Context: an optimization exercise on an open-source flow, tuned for small area and a short achievable clock period. The choices shown serve that exercise and are no tape-out recipe. RTL that was checked went through simulation tests only; none was proved equivalent to the original.

==> flow/design.v <==
`default_nettype none
`timescale 1ns/100ps
module acs_unit (
	input  logic                     run,
	input  logic                     decision,
	input  logic [10-1:0] pm_upper,
	input  logic [10-1:0] pm_lower,
	input  logic [6-1:0] bm_upper,
	input  logic [6-1:0] bm_lower,
	output logic [10-1:0] pm_out
);
	logic [10-1:0] pm_sel;
	logic [6-1:0] bm_sel;
	assign pm_sel = decision ? pm_lower : pm_upper;
	assign bm_sel = decision ? bm_lower : bm_upper;
	logic [10:0] c;
	logic [10-1:0] sum;
	always_comb begin
		c[0] = 1'b0;
		for (int i = 0; i < 10; i++) begin
			if (i < 6) begin
				sum[i] = pm_sel[i] ^ bm_sel[i] ^ c[i];
				c[i+1] = (pm_sel[i] & bm_sel[i]) | ((pm_sel[i] ^ bm_sel[i]) & c[i]);
			end else begin
				sum[i] = pm_sel[i] ^ c[i];
				c[i+1] = pm_sel[i] & c[i];
			end
		end
	end
	assign pm_out = run ? sum : '0;
endmodule
`default_nettype wire
`default_nettype none
module acs_compare (
	input  logic [10-1:0] pm_upper,
	input  logic [10-1:0] pm_lower,
	input  logic [10-1:0] delta,
	output logic                     decision
);
	localparam int W = 10;
	logic [W-1:0] neg_upper;
	logic [W-1:0] s;
	logic [W:0]   k;
	logic [W-2:0] g;
	logic [W-2:0] p;
	logic         c_top;
	assign neg_upper = ~pm_upper;
	always_comb begin
		k[0] = 1'b1;
		for (int i = 0; i < W; i++) begin
			s[i] = pm_lower[i] ^ neg_upper[i] ^ delta[i];
			k[i+1] = (pm_lower[i] & neg_upper[i]) | (pm_lower[i] & delta[i]) | (neg_upper[i] & delta[i]);
		end
		for (int i = 0; i < W-1; i++) begin
			g[i] = s[i] & k[i];
			p[i] = s[i] | k[i];
		end
		c_top = 1'b0;
		for (int i = 0; i < W-1; i++) begin
			c_top = g[i] | (p[i] & c_top);
		end
	end
	assign decision = s[W-1] ^ k[W-1] ^ c_top;
endmodule
`default_nettype wire
`default_nettype none
`timescale 1ns/100ps
module acs_bank (
	input  logic                                       run,
	input  logic [8*6-1:0]                 bm_set,
	input  logic [8*(6+1)-1:0]             bm_delta,
	input  logic [64*10-1:0]   old_metrics,
	input  logic [64-1:0]                 sel,
	output logic [64*10-1:0]   new_metrics,
	output logic [64-1:0]                 decisions
);
	localparam logic [3*32-1:0] BUTTERFLY_LABEL = {
		3'b000, 3'b110, 3'b111, 3'b001, 3'b101, 3'b011, 3'b010, 3'b100,
		3'b010, 3'b100, 3'b101, 3'b011, 3'b111, 3'b001, 3'b000, 3'b110,
		3'b001, 3'b111, 3'b110, 3'b000, 3'b100, 3'b010, 3'b011, 3'b101,
		3'b011, 3'b101, 3'b100, 3'b010, 3'b110, 3'b000, 3'b001, 3'b111
	};
	localparam int DW = 6 + 1;
	logic [8*10-1:0] delta_ext;
	genvar j, l;
	generate
		for (l = 0; l < 8; l++) begin : g_delta
			assign delta_ext[l*10 +: 10] =
				{{(10-DW){bm_delta[l*DW + DW-1]}}, bm_delta[l*DW +: DW]};
		end
		for (j = 0; j < 32; j++) begin : g_bfly
			localparam logic [3-1:0] LBL_DIRECT =
				BUTTERFLY_LABEL[3*(32-1-j) +: 3];
			localparam logic [3-1:0] LBL_CROSS = ~LBL_DIRECT;
			logic [10-1:0] pm_upper;
			logic [10-1:0] pm_lower;
			assign pm_upper = old_metrics[j*10 +: 10];
			assign pm_lower = old_metrics[(j + 32)*10 +: 10];
			acs_compare u_cmp_even (
				.pm_upper (pm_upper),
				.pm_lower (pm_lower),
				.delta    (delta_ext[LBL_DIRECT*10 +: 10]),
				.decision (decisions[2*j])
			);
			acs_compare u_cmp_odd (
				.pm_upper (pm_upper),
				.pm_lower (pm_lower),
				.delta    (delta_ext[LBL_CROSS*10 +: 10]),
				.decision (decisions[2*j + 1])
			);
			acs_unit u_acs_even (
				.run      (run),
				.decision (sel[2*j]),
				.pm_upper (pm_upper),
				.pm_lower (pm_lower),
				.bm_upper (bm_set[LBL_DIRECT*6 +: 6]),
				.bm_lower (bm_set[LBL_CROSS*6 +: 6]),
				.pm_out   (new_metrics[(2*j)*10 +: 10])
			);
			acs_unit u_acs_odd (
				.run      (run),
				.decision (sel[2*j + 1]),
				.pm_upper (pm_upper),
				.pm_lower (pm_lower),
				.bm_upper (bm_set[LBL_CROSS*6 +: 6]),
				.bm_lower (bm_set[LBL_DIRECT*6 +: 6]),
				.pm_out   (new_metrics[(2*j + 1)*10 +: 10])
			);
		end
	endgenerate
endmodule
`default_nettype wire
`default_nettype none
`timescale 1ns/100ps
module path_metric_store (
	input  logic                                     clk,
	input  logic                                     reset_n,
	input  logic [8*6-1:0]               bm_in,
	input  logic [64*10-1:0] new_metrics,
	output logic                                     phase,
	output logic                                     phase_a,
	output logic                                     run,
	output logic [8*6-1:0]               bm_set,
	output logic [8*(6+1)-1:0]           bm_delta,
	output logic [64*10-1:0] old_metrics
);
	always_ff @(posedge clk or negedge reset_n) begin
		if (!reset_n) begin
			phase <= 1'b0;
		end else begin
			phase <= ~phase;
		end
	end
	always_ff @(posedge clk or negedge reset_n) begin
		if (!reset_n) begin
			phase_a <= 1'b1;
		end else begin
			phase_a <= ~phase_a;
		end
	end
	always_ff @(posedge clk or negedge reset_n) begin
		if (!reset_n) begin
			run <= 1'b0;
		end else begin
			run <= 1'b1;
		end
	end
	always_ff @(posedge clk) begin
		if (!phase) begin
			bm_set <= bm_in;
		end
	end
	always_ff @(posedge clk) begin
		if (!phase) begin
			for (int l = 0; l < 8; l++) begin
				bm_delta[l*(6+1) +: 6+1] <=
					{1'b0, bm_in[(7-l)*6 +: 6]} -
					{1'b0, bm_in[l*6 +: 6]};
			end
		end
	end
	always_ff @(posedge clk) begin
		if (!phase) begin
			old_metrics <= new_metrics;
		end
	end
endmodule
`default_nettype wire
`default_nettype none
`timescale 1ns/100ps
module decision_register (
	input  logic                       clk,
	input  logic                       reset_n,
	input  logic                       phase,
	input  logic [64-1:0] decisions,
	output logic [64-1:0] sel_out,
	output logic [64-1:0] sel_int
);
	always_ff @(posedge clk) begin
		if (phase) begin
			sel_int <= decisions;
		end
	end
	always_ff @(posedge clk or negedge reset_n) begin
		if (!reset_n) begin
			sel_out <= '0;
		end else if (phase) begin
			sel_out <= decisions;
		end
	end
endmodule
`default_nettype wire
`default_nettype none
`timescale 1ns/100ps
module viterbi_pmu (
	input  logic                       clk,
	input  logic                       reset_n,
	input  logic [6-1:0]   bm_000,
	input  logic [6-1:0]   bm_001,
	input  logic [6-1:0]   bm_010,
	input  logic [6-1:0]   bm_011,
	input  logic [6-1:0]   bm_100,
	input  logic [6-1:0]   bm_101,
	input  logic [6-1:0]   bm_110,
	input  logic [6-1:0]   bm_111,
	output logic [64-1:0] sel_out,
	output logic                       clk_div2_out
);
	logic [8*6-1:0]                 bm_in;
	logic [8*6-1:0]                 bm_set;
	logic [8*(6+1)-1:0]             bm_delta;
	logic                                       phase;
	logic                                       phase_a;
	logic                                       run;
	logic [64*10-1:0]   old_metrics;
	logic [64*10-1:0]   new_metrics;
	logic [64-1:0]                 decisions;
	logic [64-1:0]                 sel_int;
	assign bm_in = {bm_111, bm_110, bm_101, bm_100, bm_011, bm_010, bm_001, bm_000};
	assign clk_div2_out = phase_a;
	acs_bank u_acs_bank (
		.run         (run),
		.bm_set      (bm_set),
		.bm_delta    (bm_delta),
		.old_metrics (old_metrics),
		.sel         (sel_int),
		.new_metrics (new_metrics),
		.decisions   (decisions)
	);
	path_metric_store u_path_metric_store (
		.clk         (clk),
		.reset_n     (reset_n),
		.bm_in       (bm_in),
		.new_metrics (new_metrics),
		.phase       (phase),
		.phase_a     (phase_a),
		.run         (run),
		.bm_set      (bm_set),
		.bm_delta    (bm_delta),
		.old_metrics (old_metrics)
	);
	decision_register u_decision_register (
		.clk       (clk),
		.reset_n   (reset_n),
		.phase     (phase),
		.decisions (decisions),
		.sel_out   (sel_out),
		.sel_int   (sel_int)
	);
endmodule
`default_nettype wire
export LEC_CHECK = 0
export ABC_CLOCK_PERIOD_IN_PS = 3000
export CAP_MARGIN = 20
export CORE_MARGIN = 2
export CORE_UTILIZATION = 60
export SETUP_SLACK_MARGIN = 3.2
export SLEW_MARGIN = 20
create_clock -name core_clock -period 6.2 [get_ports {clk}]
run.sh (not shown) runs the stock make flow with config.mk's settings and CLKGATE_MAP_FILE= SYNTH_SCRIPT=/design/flow/synth_recipe.tcl, a recipe that flattens the netlist after the stock synthesis.
The starting point passed the timing, design-rule and antenna checks.
Next try:
--- a/flow/design.v
+++ b/flow/design.v
@@ -14,19 +14,5 @@
 	assign pm_sel = decision ? pm_lower : pm_upper;
 	assign bm_sel = decision ? bm_lower : bm_upper;
-	logic [10:0] c;
-	logic [10-1:0] sum;
-	always_comb begin
-		c[0] = 1'b0;
-		for (int i = 0; i < 10; i++) begin
-			if (i < 6) begin
-				sum[i] = pm_sel[i] ^ bm_sel[i] ^ c[i];
-				c[i+1] = (pm_sel[i] & bm_sel[i]) | ((pm_sel[i] ^ bm_sel[i]) & c[i]);
-			end else begin
-				sum[i] = pm_sel[i] ^ c[i];
-				c[i+1] = pm_sel[i] & c[i];
-			end
-		end
-	end
-	assign pm_out = run ? sum : '0;
+	assign pm_out = run ? pm_sel + {{(10-6){1'b0}}, bm_sel} : '0;
 endmodule
 `default_nettype wire
@@ -194,12 +180,6 @@
 	input  logic                       phase,
 	input  logic [64-1:0] decisions,
-	output logic [64-1:0] sel_out,
-	output logic [64-1:0] sel_int
-);
-	always_ff @(posedge clk) begin
-		if (phase) begin
-			sel_int <= decisions;
-		end
-	end
+	output logic [64-1:0] sel_out
+);
 	always_ff @(posedge clk or negedge reset_n) begin
 		if (!reset_n) begin
@@ -236,5 +216,4 @@
 	logic [64*10-1:0]   new_metrics;
 	logic [64-1:0]                 decisions;
-	logic [64-1:0]                 sel_int;
 	assign bm_in = {bm_111, bm_110, bm_101, bm_100, bm_011, bm_010, bm_001, bm_000};
 	assign clk_div2_out = phase_a;
@@ -244,5 +223,5 @@
 		.bm_delta    (bm_delta),
 		.old_metrics (old_metrics),
-		.sel         (sel_int),
+		.sel         (sel_out),
 		.new_metrics (new_metrics),
 		.decisions   (decisions)
@@ -265,6 +244,5 @@
 		.phase     (phase),
 		.decisions (decisions),
-		.sel_out   (sel_out),
-		.sel_int   (sel_int)
+		.sel_out   (sel_out)
 	);
 endmodule
Result:
- count of clock-buffer cells in the layout falls by 5
- setup slack gets better by 0.72 ns
- area after synthesis grows by 4.9%
- hold slack gets worse by 0.0036 ns
- non-clock buffer count came out higher by 50
- cell count went up by 19%
- first-iteration DRC count goes up by 17%
- via count rose by 21%
- critical path depth goes down by 14
- die area goes up by 4.8%
- wire length went up by 13%
The RTL of the first run of this note was laid out without a check of its function.

---

== rev 12 ==
Another version of the RTL of viterbi_pmu (not shown whole).
For scale: roughly 9,500 cells after synthesis, ~120 I/O pins, about 90,000 sq um of cells after synthesis.
==> module acs_bank, before the edit <==
module acs_bank (
	input  logic                                       run,
	input  logic [8*6-1:0]                 bm_set,
	input  logic [4*(6+1)-1:0]             bm_delta,
	input  logic [64*10-1:0]   old_metrics,
	input  logic [64-1:0]                 sel,
	output logic [64*10-1:0]   new_metrics,
	output logic [64-1:0]                 decisions
);
	localparam logic [3*32-1:0] BUTTERFLY_LABEL = {
		3'b000, 3'b110, 3'b111, 3'b001, 3'b101, 3'b011, 3'b010, 3'b100,
		3'b010, 3'b100, 3'b101, 3'b011, 3'b111, 3'b001, 3'b000, 3'b110,
		3'b001, 3'b111, 3'b110, 3'b000, 3'b100, 3'b010, 3'b011, 3'b101,
		3'b011, 3'b101, 3'b100, 3'b010, 3'b110, 3'b000, 3'b001, 3'b111
	};
	localparam int DW = 6 + 1;
	logic [4*10-1:0] delta_ext;
	genvar j, l;
	generate
		for (l = 0; l < 4; l++) begin : g_delta
			assign delta_ext[l*10 +: 10] =
				{{(10-DW){bm_delta[l*DW + DW-1]}}, bm_delta[l*DW +: DW]};
		end
		for (j = 0; j < 32; j++) begin : g_bfly
			localparam logic [3-1:0] LBL_DIRECT =
				BUTTERFLY_LABEL[3*(32-1-j) +: 3];
			localparam logic [3-1:0] LBL_CROSS = ~LBL_DIRECT;
			logic [10-1:0] pm_upper;
			logic [10-1:0] pm_lower;
			logic [10-1:0] diff_even;
			logic [10-1:0] diff_odd;
			assign pm_upper = old_metrics[j*10 +: 10];
			assign pm_lower = old_metrics[(j + 32)*10 +: 10];
			if (LBL_DIRECT < 4) begin : g_direct_low
				assign diff_even = pm_lower + delta_ext[LBL_DIRECT*10 +: 10] - pm_upper;
				assign diff_odd = pm_lower - delta_ext[LBL_DIRECT*10 +: 10] - pm_upper;
			end else begin : g_direct_high
				assign diff_even = pm_lower - delta_ext[LBL_CROSS*10 +: 10] - pm_upper;
				assign diff_odd = pm_lower + delta_ext[LBL_CROSS*10 +: 10] - pm_upper;
			end
			assign decisions[2*j] = diff_even[10-1];
			assign decisions[2*j + 1] = diff_odd[10-1];
			acs_unit u_acs_even (
				.run      (run),
				.decision (sel[2*j]),
				.pm_upper (pm_upper),
				.pm_lower (pm_lower),
				.bm_upper (bm_set[LBL_DIRECT*6 +: 6]),
				.bm_lower (bm_set[LBL_CROSS*6 +: 6]),
				.pm_out   (new_metrics[(2*j)*10 +: 10])
			);
			acs_unit u_acs_odd (
				.run      (run),
				.decision (sel[2*j + 1]),
				.pm_upper (pm_upper),
				.pm_lower (pm_lower),
				.bm_upper (bm_set[LBL_CROSS*6 +: 6]),
				.bm_lower (bm_set[LBL_DIRECT*6 +: 6]),
				.pm_out   (new_metrics[(2*j + 1)*10 +: 10])
			);
		end
	endgenerate
endmodule
make LEC_CHECK=0 ABC_CLOCK_PERIOD_IN_PS=3200 CAP_MARGIN=20 CORE_MARGIN=2 CORE_UTILIZATION=40 SETUP_SLACK_MARGIN=3.0 SLEW_MARGIN=20 finish   # period 6.2 ns
Rev 12 did not stop at any stage, and its layout met the timing, design-rule and antenna checks.
What rev 13 does differently from rev 12 at the input level:
--- a/flow/design.v
+++ b/flow/design.v
@@ -52,18 +52,20 @@
 				BUTTERFLY_LABEL[3*(32-1-j) +: 3];
 			localparam logic [3-1:0] LBL_CROSS = ~LBL_DIRECT;
 			logic [10-1:0] pm_upper;
 			logic [10-1:0] pm_lower;
+			logic [10-1:0] pm_diff;
 			logic [10-1:0] diff_even;
 			logic [10-1:0] diff_odd;
 			assign pm_upper = old_metrics[j*10 +: 10];
 			assign pm_lower = old_metrics[(j + 32)*10 +: 10];
+			assign pm_diff = pm_lower - pm_upper;
 			if (LBL_DIRECT < 4) begin : g_direct_low
-				assign diff_even = pm_lower + delta_ext[LBL_DIRECT*10 +: 10] - pm_upper;
-				assign diff_odd = pm_lower - delta_ext[LBL_DIRECT*10 +: 10] - pm_upper;
+				assign diff_even = pm_diff + delta_ext[LBL_DIRECT*10 +: 10];
+				assign diff_odd = pm_diff - delta_ext[LBL_DIRECT*10 +: 10];
 			end else begin : g_direct_high
-				assign diff_even = pm_lower - delta_ext[LBL_CROSS*10 +: 10] - pm_upper;
-				assign diff_odd = pm_lower + delta_ext[LBL_CROSS*10 +: 10] - pm_upper;
+				assign diff_even = pm_diff - delta_ext[LBL_CROSS*10 +: 10];
+				assign diff_odd = pm_diff + delta_ext[LBL_CROSS*10 +: 10];
 			end
 			assign decisions[2*j] = diff_even[10-1];
 			assign decisions[2*j + 1] = diff_odd[10-1];
 			acs_unit u_acs_even (
### Flow results
Row global-route wire length before repair: rev 13 higher / rev 12 lower
In the tables for rev 12 and rev 13, adder-cell share of the synthesized area reads higher with rev 12.
Changes observed in rev 13 relative to rev 12: sequential share of layout area lower, maximum number of pins on one net before global-route repair shrank by about 18%, final cycle utilization of the critical path moved up, final RePlAce weighted congestion climbed 9.2%.
Function was not checked in any run of this note: the RTL went through the layout flow alone.

---

the reference run:
Another version of the RTL of viterbi_pmu (not shown whole).
Size in the first run: about 11,000 cells after synthesis, roughly 870 flip-flops, about 84,000 µm² of cells after synthesis.
==> module decision_register, before the edit <==
module decision_register (
	input  logic                       clk,
	input  logic                       reset_n,
	input  logic                       phase,
	input  logic [64-1:0] decisions,
	output logic [64-1:0] sel_out,
	output logic [64-1:0] sel_int
);
	always_ff @(posedge clk) begin
		if (phase) begin
			sel_int <= decisions;
		end
	end
	always_ff @(posedge clk or negedge reset_n) begin
		if (!reset_n) begin
			sel_out <= '0;
		end else if (phase) begin
			sel_out <= decisions;
		end
	end
endmodule
==> module viterbi_pmu, before the edit <==
module viterbi_pmu (
	input  logic                       clk,
	input  logic                       reset_n,
	input  logic [6-1:0]   bm_000,
	input  logic [6-1:0]   bm_001,
	input  logic [6-1:0]   bm_010,
	input  logic [6-1:0]   bm_011,
	input  logic [6-1:0]   bm_100,
	input  logic [6-1:0]   bm_101,
	input  logic [6-1:0]   bm_110,
	input  logic [6-1:0]   bm_111,
	output logic [64-1:0] sel_out,
	output logic                       clk_div2_out
);
	logic [8*6-1:0]                 bm_in;
	logic [8*6-1:0]                 bm_set;
	logic [8*(6+1)-1:0]             bm_delta;
	logic                                       phase;
	logic                                       phase_a;
	logic                                       run;
	logic [64*10-1:0]   old_metrics;
	logic [64*10-1:0]   new_metrics;
	logic [64-1:0]                 decisions;
	logic [64-1:0]                 sel_int;
	assign bm_in = {bm_111, bm_110, bm_101, bm_100, bm_011, bm_010, bm_001, bm_000};
	assign clk_div2_out = phase_a;
	acs_bank u_acs_bank (
		.run         (run),
		.bm_set      (bm_set),
		.bm_delta    (bm_delta),
		.old_metrics (old_metrics),
		.sel         (sel_int),
		.new_metrics (new_metrics),
		.decisions   (decisions)
	);
	path_metric_store u_path_metric_store (
		.clk         (clk),
		.reset_n     (reset_n),
		.bm_in       (bm_in),
		.new_metrics (new_metrics),
		.phase       (phase),
		.phase_a     (phase_a),
		.run         (run),
		.bm_set      (bm_set),
		.bm_delta    (bm_delta),
		.old_metrics (old_metrics)
	);
	decision_register u_decision_register (
		.clk       (clk),
		.reset_n   (reset_n),
		.phase     (phase),
		.decisions (decisions),
		.sel_out   (sel_out),
		.sel_int   (sel_int)
	);
endmodule
Settings: LEC_CHECK=0, ABC_AREA=1, ABC_CLOCK_PERIOD_IN_PS=3000, CAP_MARGIN=20, CORE_MARGIN=2, CORE_UTILIZATION=60, SETUP_SLACK_MARGIN=3.2, SLEW_MARGIN=20; clock period 6.2 ns.
The inputs of the trial run differ from those of the reference run as listed below.
diff --git a/flow/design.v b/flow/design.v
--- a/flow/design.v
+++ b/flow/design.v
@@ -177,18 +177,12 @@
 module decision_register (
 	input  logic                       clk,
 	input  logic                       reset_n,
 	input  logic                       phase,
 	input  logic [64-1:0] decisions,
-	output logic [64-1:0] sel_out,
-	output logic [64-1:0] sel_int
-);
-	always_ff @(posedge clk) begin
-		if (phase) begin
-			sel_int <= decisions;
-		end
-	end
+	output logic [64-1:0] sel_out
+);
 	always_ff @(posedge clk or negedge reset_n) begin
 		if (!reset_n) begin
 			sel_out <= '0;
 		end else if (phase) begin
 			sel_out <= decisions;
@@ -219,19 +213,18 @@
 	logic                                       phase_a;
 	logic                                       run;
 	logic [64*10-1:0]   old_metrics;
 	logic [64*10-1:0]   new_metrics;
 	logic [64-1:0]                 decisions;
-	logic [64-1:0]                 sel_int;
 	assign bm_in = {bm_111, bm_110, bm_101, bm_100, bm_011, bm_010, bm_001, bm_000};
 	assign clk_div2_out = phase_a;
 	acs_bank u_acs_bank (
 		.run         (run),
 		.bm_set      (bm_set),
 		.bm_delta    (bm_delta),
 		.old_metrics (old_metrics),
-		.sel         (sel_int),
+		.sel         (sel_out),
 		.new_metrics (new_metrics),
 		.decisions   (decisions)
 	);
 	path_metric_store u_path_metric_store (
 		.clk         (clk),
@@ -248,10 +241,9 @@
 	decision_register u_decision_register (
 		.clk       (clk),
 		.reset_n   (reset_n),
 		.phase     (phase),
 		.decisions (decisions),
-		.sel_out   (sel_out),
-		.sel_int   (sel_int)
+		.sel_out   (sel_out)
 	);
 endmodule
 `default_nettype wire
In the trial run the implementation completed, yet the final layout does not meet the checks, the culprit being max-slew violations.
The reference run has higher relative area change from synthesis to final layout than the trial run.
Compared with the reference run, the trial run shows a lower critical path data required time.
The higher worst-case reg-to-reg path depth came out of the reference run.
After detailed routing, the reference run needs less wire than the trial run.
The global routing met1 resource utilization in the trial run was higher than what the reference run gave.
The area of the mapped netlist was comparable across the trial run and the reference run.
Hold-critical path depth delta (the trial run -> the reference run): insignificant
Compared with the reference run, the trial run has less setup slack.

[re-timing with driven ports]
Ports are ideal in the flow. The routed layouts listed here were re-timed in OpenROAD. Step 1 sets driving cells, clkbuf_16 on the clock port and buf_2 on the other inputs (assumed; they add their load-dependent delay and slew). Step 2 adds t to the input delays and takes it off the output delays; t is the mean of the earliest and latest rising clock arrival at the registers after step 1. Input paths then give back, and output paths get back, about the clock's delay inside the block. Three values: ideal ports, drivers, drivers and shift; two values: the first two.
run | shift t [ns] | setup WS [ns] | worst setup path at the end | worst data-port slew with drivers (ns)
the first run of note 1 | 0.818 | 2.202 / 2.202 / 2.202 | register to register | 0.05
the second run of note 1 | 0.807 | 2.922 / 2.922 / 2.692 | input to register | 0.04
rev 12 | 0.857 | 2.964 / 2.955 / 2.745 | input to register | 0.04
rev 13 | 0.863 | 2.627 / 2.627 / 2.627 | register to register | 0.04
the reference run | 0.826 | 3.146 / 3.146 / 2.571 | input to register | 0.04
the trial run | 0.850 | 2.998 / 2.998 / 2.634 | input to register | 0.11
For the reference run, which loses most, drivers alone change the setup slack by 0.000 ns; drivers and shift together by -0.575 ns.
